Background: an optimization exercise with open tools, aiming at small area, a short achievable clock period and few clock cycles per item. Do not read the settings as production practice.
Function was checked by simulation only, so behaviour that the tests miss may differ from the original.
Power figures rest on the tool's default switching activity, not on a simulated workload.

==> job 8642: inputs <==
==> flow/design.v <==
package lest_pkg;
  localparam logic [2:0] OP_ON        = 3'd0;
  localparam logic [2:0] OP_OFF       = 3'd1;
  localparam logic [2:0] OP_REMOVE    = 3'd2;
  localparam logic [2:0] OP_RANDOMIZE = 3'd3;
  localparam logic [2:0] OP_TICK      = 3'd4;
  localparam logic [1:0] STAT_OK     = 2'd0;
  localparam logic [1:0] STAT_BOUNDS = 2'd1;
  localparam logic [1:0] STAT_FULL   = 2'd2;
  localparam logic [1:0] ACT_NONE = 2'd0;
  localparam logic [1:0] ACT_ON   = 2'd1;
  localparam logic [1:0] ACT_OFF  = 2'd2;
  localparam logic [3:0] DAY_EVERY   = 4'd7;
  localparam logic [3:0] DAY_WEEKDAY = 4'd8;
  localparam logic [3:0] DAY_WEEKEND = 4'd9;
  localparam logic [2:0] DAY_SUNDAY  = 3'd0;
  localparam logic [2:0] DAY_MONDAY  = 3'd1;
  localparam logic [2:0] DAY_FRIDAY  = 3'd5;
  localparam logic [2:0] DAY_SATURDAY = 3'd6;
  localparam int unsigned CmdW = 38;
  function automatic logic day_accepts(logic [3:0] code, logic [2:0] today);
    logic hit;
    hit = 1'b0;
    if (code == DAY_EVERY) hit = 1'b1;
    if (code == {1'b0, today}) hit = 1'b1;
    if (code == DAY_WEEKEND && (today == DAY_SATURDAY || today == DAY_SUNDAY)) hit = 1'b1;
    if (code == DAY_WEEKDAY && today >= DAY_MONDAY && today <= DAY_FRIDAY) hit = 1'b1;
    day_accepts = hit;
  endfunction
endpackage
import lest_pkg::*;
module lest_front #(
  parameter int unsigned LIGHT_COUNT = 32
) (
  input  logic [2:0]              operation_i,
  input  logic [7:0]              light_id_i,
  input  logic [3:0]              day_code_i,
  input  logic [10:0]             minute_i,
  input  logic signed [7:0]       random_offset_i,
  input  logic [2:0]              current_day_i,
  input  logic [10:0]             current_minute_i,
  output logic [lest_pkg::CmdW-1:0] cmd_o
);
  logic        light_ok;
  logic        is_tick;
  logic [12:0] due;
  assign light_ok = light_id_i < 8'(LIGHT_COUNT);
  assign is_tick  = operation_i == OP_TICK;
  assign due      = {2'b00, minute_i} + {{5{random_offset_i[7]}}, random_offset_i};
  assign cmd_o[37]    = (operation_i == OP_ON || operation_i == OP_OFF) && light_ok;
  assign cmd_o[36]    = operation_i == OP_OFF;
  assign cmd_o[35]    = operation_i == OP_REMOVE && light_ok;
  assign cmd_o[34]    = operation_i == OP_RANDOMIZE && light_ok;
  assign cmd_o[33]    = is_tick;
  assign cmd_o[32]    = (operation_i == OP_ON || operation_i == OP_OFF) && !light_ok;
  assign cmd_o[31:27] = light_id_i[4:0];
  assign cmd_o[26:23] = is_tick ? {1'b0, current_day_i} : day_code_i;
  assign cmd_o[22:12] = is_tick ? current_minute_i : minute_i;
  assign cmd_o[11]    = due[12:11] == 2'b00;
  assign cmd_o[10:0]  = due[10:0];
endmodule
import lest_pkg::*;
module lest_queue (
  input  logic                      clk_i,
  input  logic                      rst_ni,
  input  logic                      push_i,
  input  logic [lest_pkg::CmdW-1:0] data_i,
  output logic                      full_o,
  output logic                      vld_o,
  input  logic                      pop_i,
  output logic [lest_pkg::CmdW-1:0] data_o
);
  logic [lest_pkg::CmdW-1:0] slot_a_q;
  logic [lest_pkg::CmdW-1:0] slot_b_q;
  logic                      vld_a_q;
  logic                      vld_b_q;
  assign full_o = vld_b_q;
  assign vld_o  = vld_a_q;
  assign data_o = slot_a_q;
  always_ff @(posedge clk_i or negedge rst_ni) begin
    if (!rst_ni) begin
      vld_a_q <= 1'b0;
      vld_b_q <= 1'b0;
    end else begin
      if (vld_b_q) begin
        if (pop_i) vld_b_q <= 1'b0;
      end else begin
        vld_a_q <= (vld_a_q && !pop_i) || push_i;
        vld_b_q <= vld_a_q && !pop_i && push_i;
      end
    end
  end
  always_ff @(posedge clk_i) begin
    if (vld_b_q) begin
      if (pop_i) slot_a_q <= slot_b_q;
    end else begin
      if (push_i && (!vld_a_q || pop_i)) slot_a_q <= data_i;
      if (push_i && vld_a_q && !pop_i) slot_b_q <= data_i;
    end
  end
endmodule
import lest_pkg::*;
module lest_back #(
  parameter int unsigned TABLE_ENTRIES = 64
) (
  input  logic                      clk_i,
  input  logic                      rst_ni,
  input  logic                      q_vld_i,
  input  logic [lest_pkg::CmdW-1:0] q_cmd_i,
  output logic                      q_pop_o,
  output logic                      out_valid_o,
  input  logic                      out_stall_i,
  output logic [1:0]                status_o,
  output logic [7:0]                fired_light_o,
  output logic [1:0]                action_o,
  output logic                      last_o
);
  localparam int unsigned N = TABLE_ENTRIES;
  logic [4:0]  a_light;
  logic [3:0]  a_day;
  logic [10:0] a_minute;
  logic        a_tick;
  assign a_tick   = q_cmd_i[33];
  assign a_light  = q_cmd_i[31:27];
  assign a_day    = q_cmd_i[26:23];
  assign a_minute = q_cmd_i[22:12];
  logic                      s2_vld_q;
  logic [lest_pkg::CmdW-1:0] cmd_q;
  logic [N-1:0]              khit_q;
  logic [N-1:0]              thit_q;
  logic        c_sched, c_off, c_rem, c_rnd, c_tick, c_bad;
  logic [4:0]  c_light;
  logic [3:0]  c_day;
  logic [10:0] c_minute;
  logic        c_dok;
  logic [10:0] c_due;
  assign c_sched  = cmd_q[37];
  assign c_off    = cmd_q[36];
  assign c_rem    = cmd_q[35];
  assign c_rnd    = cmd_q[34];
  assign c_tick   = cmd_q[33];
  assign c_bad    = cmd_q[32];
  assign c_light  = cmd_q[31:27];
  assign c_day    = cmd_q[26:23];
  assign c_minute = cmd_q[22:12];
  assign c_dok    = cmd_q[11];
  assign c_due    = cmd_q[10:0];
  logic [N-1:0] valid_q;
  logic [4:0]   light_q  [0:N-1];
  logic [3:0]   day_q    [0:N-1];
  logic [10:0]  minute_q [0:N-1];
  logic         off_q    [0:N-1];
  logic         dok_q    [0:N-1];
  logic [10:0]  due_q    [0:N-1];
  logic         out_vld_q;
  logic [1:0]   out_status_q;
  logic [4:0]   out_light_q;
  logic [1:0]   out_action_q;
  logic         out_last_q;
  logic         exec;
  logic         out_rdy;
  logic         emit;
  logic         t_emit;
  logic         dr_vld_q;
  logic [N-1:0] dr_q;
  logic         s2_done;
  logic         adv;
  logic [N-1:0] khit;
  logic [N-1:0] thit;
  logic         key_same;
  logic         sched_fires;
  logic         rnd_fires;
  logic [N-1:0] fire;
  logic [N-1:0] fire_below;
  logic [N-1:0] free;
  logic [N-1:0] free_below;
  logic [N-1:0] take;
  logic         full;
  logic         more;
  logic         any_fire;
  logic [4:0]   sel_light;
  logic         sel_off;
  always_comb begin
    for (int i = 0; i < N; i++) begin
      khit[i] = light_q[i] == a_light && day_q[i] == a_day && minute_q[i] == a_minute;
      thit[i] = dok_q[i] && due_q[i] == a_minute
                && lest_pkg::day_accepts(day_q[i], a_day[2:0]);
    end
  end
  assign key_same    = c_light == a_light && c_day == a_day && c_minute == a_minute;
  assign sched_fires = c_minute == a_minute && lest_pkg::day_accepts(c_day, a_day[2:0]);
  assign rnd_fires   = c_dok && c_due == a_minute && lest_pkg::day_accepts(c_day, a_day[2:0]);
  assign fire = dr_vld_q ? dr_q : thit_q & valid_q;
  assign free = ~valid_q;
  always_comb begin
    fire_below[0] = 1'b0;
    free_below[0] = 1'b0;
    for (int i = 1; i < N; i++) begin
      fire_below[i] = fire_below[i-1] || fire[i-1];
      free_below[i] = free_below[i-1] || free[i-1];
    end
    take = free & ~free_below;
    full = !(free_below[N-1] || free[N-1]);
    more = |(fire & fire_below);
    any_fire = fire_below[N-1] || fire[N-1];
    sel_light = '0;
    sel_off   = 1'b0;
    for (int i = 0; i < N; i++) begin
      if (fire[i] && !fire_below[i]) begin
        sel_light = sel_light | light_q[i];
        sel_off   = sel_off | off_q[i];
      end
    end
  end
  assign out_rdy = !out_vld_q || !out_stall_i;
  assign exec    = s2_vld_q && !dr_vld_q && out_rdy;
  assign s2_done = exec;
  assign emit    = exec || (dr_vld_q && out_rdy);
  assign t_emit  = dr_vld_q || c_tick;
  assign adv     = q_vld_i && (!s2_vld_q || s2_done);
  assign q_pop_o = adv;
  logic        w_dok;
  logic [10:0] w_due;
  logic [N-1:0] we_key;
  logic [N-1:0] we_due;
  assign w_dok  = c_sched || c_dok;
  assign w_due  = c_sched ? c_minute : c_due;
  assign we_key = {N{exec && c_sched}} & take;
  assign we_due = we_key | ({N{exec && c_rnd}} & khit_q);
  always_ff @(posedge clk_i) begin
    for (int i = 0; i < N; i++) begin
      if (we_key[i]) begin
        light_q[i]  <= c_light;
        day_q[i]    <= c_day;
        minute_q[i] <= c_minute;
        off_q[i]    <= c_off;
      end
      if (we_due[i]) begin
        dok_q[i]    <= w_dok;
        due_q[i]    <= w_due;
      end
    end
  end
  always_ff @(posedge clk_i) begin
    if (adv) begin
      cmd_q <= q_cmd_i;
      for (int i = 0; i < N; i++) begin
        khit_q[i] <= we_key[i] ? key_same : khit[i];
        thit_q[i] <= we_key[i] ? sched_fires : (we_due[i] ? rnd_fires : thit[i]);
      end
    end
  end
  always_ff @(posedge clk_i) begin
    if (emit && t_emit) dr_q <= fire & fire_below;
  end
  always_ff @(posedge clk_i or negedge rst_ni) begin
    if (!rst_ni) begin
      valid_q   <= '0;
      s2_vld_q  <= 1'b0;
      dr_vld_q  <= 1'b0;
      out_vld_q <= 1'b0;
    end else begin
      if (exec) begin
        if (c_sched) valid_q <= valid_q | take;
        if (c_rem) valid_q <= valid_q & ~khit_q;
      end
      if (adv) s2_vld_q <= 1'b1;
      else if (s2_done) s2_vld_q <= 1'b0;
      if (emit && t_emit) dr_vld_q <= more;
      if (emit) out_vld_q <= 1'b1;
      else if (!out_stall_i) out_vld_q <= 1'b0;
    end
  end
  always_ff @(posedge clk_i) begin
    if (emit) begin
      out_status_q <= dr_vld_q ? STAT_OK : c_bad ? STAT_BOUNDS
                      : (c_sched && full) ? STAT_FULL : STAT_OK;
      out_light_q  <= t_emit ? sel_light : '0;
      out_action_q <= (t_emit && any_fire) ? (sel_off ? ACT_OFF : ACT_ON) : ACT_NONE;
      out_last_q   <= !(t_emit && more);
    end
  end
  assign out_valid_o   = out_vld_q;
  assign status_o      = out_status_q;
  assign fired_light_o = {3'b000, out_light_q};
  assign action_o      = out_action_q;
  assign last_o        = out_last_q;
endmodule
import lest_pkg::*;
module light_event_schedule_table #(
  parameter int unsigned TABLE_ENTRIES = 64,
  parameter int unsigned LIGHT_COUNT   = 32
) (
  input  logic              clk_i,
  input  logic              rst_ni,
  input  logic              in_valid_i,
  output logic              in_stall_o,
  input  logic [2:0]        operation_i,
  input  logic [7:0]        light_id_i,
  input  logic [3:0]        day_code_i,
  input  logic [10:0]       minute_i,
  input  logic signed [7:0] random_offset_i,
  input  logic [2:0]        current_day_i,
  input  logic [10:0]       current_minute_i,
  output logic              out_valid_o,
  input  logic              out_stall_i,
  output logic [1:0]        status_o,
  output logic [7:0]        fired_light_o,
  output logic [1:0]        action_o,
  output logic              last_o
);
  logic                      q_full;
  logic [lest_pkg::CmdW-1:0] q_wr_cmd;
  logic                      q_vld;
  logic                      q_pop;
  logic [lest_pkg::CmdW-1:0] q_rd_cmd;
  lest_front #(
    .LIGHT_COUNT(LIGHT_COUNT)
  ) u_front (
    .operation_i     (operation_i),
    .light_id_i      (light_id_i),
    .day_code_i      (day_code_i),
    .minute_i        (minute_i),
    .random_offset_i (random_offset_i),
    .current_day_i   (current_day_i),
    .current_minute_i(current_minute_i),
    .cmd_o           (q_wr_cmd)
  );
  assign in_stall_o = q_full;
  lest_queue u_queue (
    .clk_i (clk_i),
    .rst_ni(rst_ni),
    .push_i(in_valid_i && !q_full),
    .data_i(q_wr_cmd),
    .full_o(q_full),
    .vld_o (q_vld),
    .pop_i (q_pop),
    .data_o(q_rd_cmd)
  );
  lest_back #(
    .TABLE_ENTRIES(TABLE_ENTRIES)
  ) u_back (
    .clk_i        (clk_i),
    .rst_ni       (rst_ni),
    .q_vld_i      (q_vld),
    .q_cmd_i      (q_rd_cmd),
    .q_pop_o      (q_pop),
    .out_valid_o  (out_valid_o),
    .out_stall_i  (out_stall_i),
    .status_o     (status_o),
    .fired_light_o(fired_light_o),
    .action_o     (action_o),
    .last_o       (last_o)
  );
endmodule
==> flow/run.sh <==
#!/bin/bash
# synth_recipe.tcl (not shown) runs the flow's synth.tcl, then flattens the netlist and writes it again
# the make line also repeats each setting of config.mk as NAME=value (left out here)
make -C /OpenROAD-flow-scripts/flow DESIGN_CONFIG=/design/flow/config.mk WORK_HOME=/design/flow/orfs CLKGATE_MAP_FILE= SYNTH_SCRIPT=/design/flow/synth_recipe.tcl finish
==> flow/config.mk <==
export PLATFORM = sky130hd
export DESIGN_NAME = light_event_schedule_table
export DESIGN_NICKNAME = light_event_schedule_table
export VERILOG_FILES = /design/flow/design.v
export SDC_FILE = /design/flow/constraint.sdc
export NUM_CORES = 4
export LEC_CHECK = 0
export ABC_CLOCK_PERIOD_IN_PS = 3000
export CAP_MARGIN = 20
export CORE_MARGIN = 2
export CORE_UTILIZATION = 40
export SETUP_SLACK_MARGIN = 2.5
export SLEW_MARGIN = 20
==> flow/constraint.sdc <==
create_clock -name core_clock -period 6.0 [get_ports {clk_i}]
set_input_delay 1.2000 -clock core_clock [delete_from_list [all_inputs] [get_ports {clk_i}]]
set_output_delay 1.2000 -clock core_clock [all_outputs]
set_load 0.01 [all_outputs]
==> job 8170 (differences from job 8642) <==
--- a/flow/design.v
+++ b/flow/design.v
@@ -72,20 +72,12 @@
 );
-  logic [lest_pkg::CmdW-1:0] slot_a_q;
-  logic [lest_pkg::CmdW-1:0] slot_b_q;
-  logic                      vld_a_q;
-  logic                      vld_b_q;
-  assign full_o = vld_b_q;
-  assign vld_o  = vld_a_q;
-  assign data_o = slot_a_q;
+  logic [lest_pkg::CmdW-1:0] slot_q;
+  logic                      vld_q;
+  assign full_o = vld_q && !pop_i;
+  assign vld_o  = vld_q;
+  assign data_o = slot_q;
   always_ff @(posedge clk_i or negedge rst_ni) begin
     if (!rst_ni) begin
-      vld_a_q <= 1'b0;
-      vld_b_q <= 1'b0;
+      vld_q <= 1'b0;
     end else begin
-      if (vld_b_q) begin
-        if (pop_i) vld_b_q <= 1'b0;
-      end else begin
-        vld_a_q <= (vld_a_q && !pop_i) || push_i;
-        vld_b_q <= vld_a_q && !pop_i && push_i;
-      end
+      vld_q <= push_i || (vld_q && !pop_i);
     end
@@ -93,8 +85,3 @@
   always_ff @(posedge clk_i) begin
-    if (vld_b_q) begin
-      if (pop_i) slot_a_q <= slot_b_q;
-    end else begin
-      if (push_i && (!vld_a_q || pop_i)) slot_a_q <= data_i;
-      if (push_i && vld_a_q && !pop_i) slot_b_q <= data_i;
-    end
+    if (push_i) slot_q <= data_i;
   end
@@ -128,4 +115,3 @@
   logic [lest_pkg::CmdW-1:0] cmd_q;
-  logic [N-1:0]              khit_q;
-  logic [N-1:0]              thit_q;
+  logic [N-1:0]              hit_q;
   logic        c_sched, c_off, c_rem, c_rnd, c_tick, c_bad;
@@ -178,2 +164,10 @@
   logic         full;
+  logic [N-1:0] take_q;
+  logic         full_q;
+  logic [N-1:0] valid_d;
+  always_comb begin
+    valid_d = valid_q;
+    if (c_sched) valid_d = valid_q | take_q;
+    if (c_rem) valid_d = valid_q & ~hit_q;
+  end
   logic         more;
@@ -192,21 +186,50 @@
   assign rnd_fires   = c_dok && c_due == a_minute && lest_pkg::day_accepts(c_day, a_day[2:0]);
-  assign fire = dr_vld_q ? dr_q : thit_q & valid_q;
-  assign free = ~valid_q;
+  assign fire = dr_vld_q ? dr_q : hit_q & valid_q;
+  assign free = ~valid_d;
+  localparam int unsigned GS = 8;
+  localparam int unsigned NG = N / GS;
+  logic [NG-1:0] g_any, g_more, g_free, g_below, g_fbelow;
+  logic [4:0]    g_light [0:NG-1];
+  logic [NG-1:0] g_off;
+  logic [N-1:0]  l_below, l_fbelow;
   always_comb begin
-    fire_below[0] = 1'b0;
-    free_below[0] = 1'b0;
-    for (int i = 1; i < N; i++) begin
-      fire_below[i] = fire_below[i-1] || fire[i-1];
-      free_below[i] = free_below[i-1] || free[i-1];
-    end
-    take = free & ~free_below;
-    full = !(free_below[N-1] || free[N-1]);
-    more = |(fire & fire_below);
-    any_fire = fire_below[N-1] || fire[N-1];
+    for (int g = 0; g < NG; g++) begin
+      l_below[g*GS]  = 1'b0;
+      l_fbelow[g*GS] = 1'b0;
+      for (int k = 1; k < GS; k++) begin
+        l_below[g*GS+k]  = l_below[g*GS+k-1] || fire[g*GS+k-1];
+        l_fbelow[g*GS+k] = l_fbelow[g*GS+k-1] || free[g*GS+k-1];
+      end
+      g_any[g]  = |fire[g*GS +: GS];
+      g_free[g] = |free[g*GS +: GS];
+      g_more[g] = |(fire[g*GS +: GS] & l_below[g*GS +: GS]);
+      g_light[g] = '0;
+      g_off[g]   = 1'b0;
+      for (int k = 0; k < GS; k++) begin
+        if (fire[g*GS+k] && !l_below[g*GS+k]) begin
+          g_light[g] = g_light[g] | light_q[g*GS+k];
+          g_off[g]   = g_off[g] | off_q[g*GS+k];
+        end
+      end
+    end
+    g_below[0]  = 1'b0;
+    g_fbelow[0] = 1'b0;
+    for (int g = 1; g < NG; g++) begin
+      g_below[g]  = g_below[g-1] || g_any[g-1];
+      g_fbelow[g] = g_fbelow[g-1] || g_free[g-1];
+    end
+    for (int i = 0; i < N; i++) begin
+      fire_below[i] = g_below[i/GS] || l_below[i];
+      free_below[i] = g_fbelow[i/GS] || l_fbelow[i];
+    end
+    take     = free & ~free_below;
+    full     = !(|g_free);
+    more     = (|g_more) || (|(g_any & g_below));
+    any_fire = |g_any;
     sel_light = '0;
     sel_off   = 1'b0;
-    for (int i = 0; i < N; i++) begin
-      if (fire[i] && !fire_below[i]) begin
-        sel_light = sel_light | light_q[i];
-        sel_off   = sel_off | off_q[i];
+    for (int g = 0; g < NG; g++) begin
+      if (g_any[g] && !g_below[g]) begin
+        sel_light = sel_light | g_light[g];
+        sel_off   = sel_off | g_off[g];
       end
@@ -227,4 +250,4 @@
   assign w_due  = c_sched ? c_minute : c_due;
-  assign we_key = {N{exec && c_sched}} & take;
-  assign we_due = we_key | ({N{exec && c_rnd}} & khit_q);
+  assign we_key = {N{exec && c_sched}} & take_q;
+  assign we_due = we_key | ({N{exec && c_rnd}} & hit_q);
   always_ff @(posedge clk_i) begin
@@ -247,4 +270,4 @@
       for (int i = 0; i < N; i++) begin
-        khit_q[i] <= we_key[i] ? key_same : khit[i];
-        thit_q[i] <= we_key[i] ? sched_fires : (we_due[i] ? rnd_fires : thit[i]);
+        if (a_tick) hit_q[i] <= we_key[i] ? sched_fires : (we_due[i] ? rnd_fires : thit[i]);
+        else hit_q[i] <= we_key[i] ? key_same : khit[i];
       end
@@ -258,2 +281,4 @@
       valid_q   <= '0;
+      take_q    <= N'(1);
+      full_q    <= 1'b0;
       s2_vld_q  <= 1'b0;
@@ -263,4 +288,5 @@
       if (exec) begin
-        if (c_sched) valid_q <= valid_q | take;
-        if (c_rem) valid_q <= valid_q & ~khit_q;
+        valid_q <= valid_d;
+        take_q  <= take;
+        full_q  <= full;
       end
@@ -276,3 +302,3 @@
       out_status_q <= dr_vld_q ? STAT_OK : c_bad ? STAT_BOUNDS
-                      : (c_sched && full) ? STAT_FULL : STAT_OK;
+                      : (c_sched && full_q) ? STAT_FULL : STAT_OK;
       out_light_q  <= t_emit ? sel_light : '0;
ABC_CLOCK_PERIOD_IN_PS = not set   (was 3000)
CORE_UTILIZATION = 60   (was 40)
CTS_CLUSTER_DIAMETER = 90   (was not set)
CTS_CLUSTER_SIZE = 22   (was not set)
SETUP_SLACK_MARGIN = 3.0   (was 2.5)
==> impl_metrics.sql <==
INSERT INTO impl_metrics (metric_group, metric, value, unit) VALUES
('final_layout', 'mostFrequentLayoutCells', 'sky130_fd_sc_hd__edfxtp_1 (2325), sky130_fd_sc_hd__xnor2_1 (1335), sky130_fd_sc_hd__xor2_1 (685)', ''),
('final_layout', 'seq_area', '73200', 'sq um'),
('status', 'run_status', 'no timing/DRC/antenna violations', ''),
('placement', 'place_inst', '10300', ''),
('setup_path', 'critical_path_cell_count', '12', ''),
('pwr', 'leakage', '0.0395', 'uW'),
('sta', 'maximum_clock_skew_at_final_layout', '27.9', 'ps'),
('setup_path', 'critical_path_peak_fanout', '8', '');
That was job 8170.
==> impl_metrics.sql <==
INSERT INTO impl_metrics (metric_group, metric, value, unit) VALUES
('status', 'run_status', 'no timing/DRC/antenna violations', ''),
('final_layout', 'seq_area', '74600', 'sq um'),
('placement', 'place_inst', '11500', ''),
('setup_path', 'critical_path_cell_count', '15', ''),
('setup_path', 'critical_path_peak_fanout', '11', ''),
('pwr', 'leakage', '0.0405', 'uW');
That was job 8642.
Testbench counts of job 8642, summed over its fixed seeds: cycles 3,536, items 3,200.
Testbench counts of job 8170, summed over its fixed seeds: cycles 3,536, items 3,200.

## port drivers added, routing unchanged
The results above use ideal ports. As a check the final layouts listed here were re-extracted and re-timed, cells and wires unchanged. Step 1, drivers: a clkbuf_16 drives clk_i and a buf_2 each remaining input, both assumed. Step 2 adds t to the input delays and takes it off the output delays; t is the mean of the earliest and latest rising clock arrival at the registers after step 1. Input paths then give back, and output paths get back, about the clock's delay inside the block. a / b / c = ideal / step 1 / step 2; a / b = the first two.
run | t, ns | setup slack, ns | worst hold slack (ns) | worst setup path at the end | worst slew at a driven data input, ns
job 8642 | 0.950 | 1.931 / 1.931 / 1.583 | 0.414 / 0.403 / 0.414 | input to register | 0.09
job 8170 | 0.925 | 2.373 / 2.373 / 2.163 | 0.282 / 0.307 / 0.427 | input to register | 0.12
After both steps setup and hold are still met in every run listed. For job 8642, which loses most, drivers alone change the setup slack by 0.000 ns; drivers and shift together by -0.348 ns.
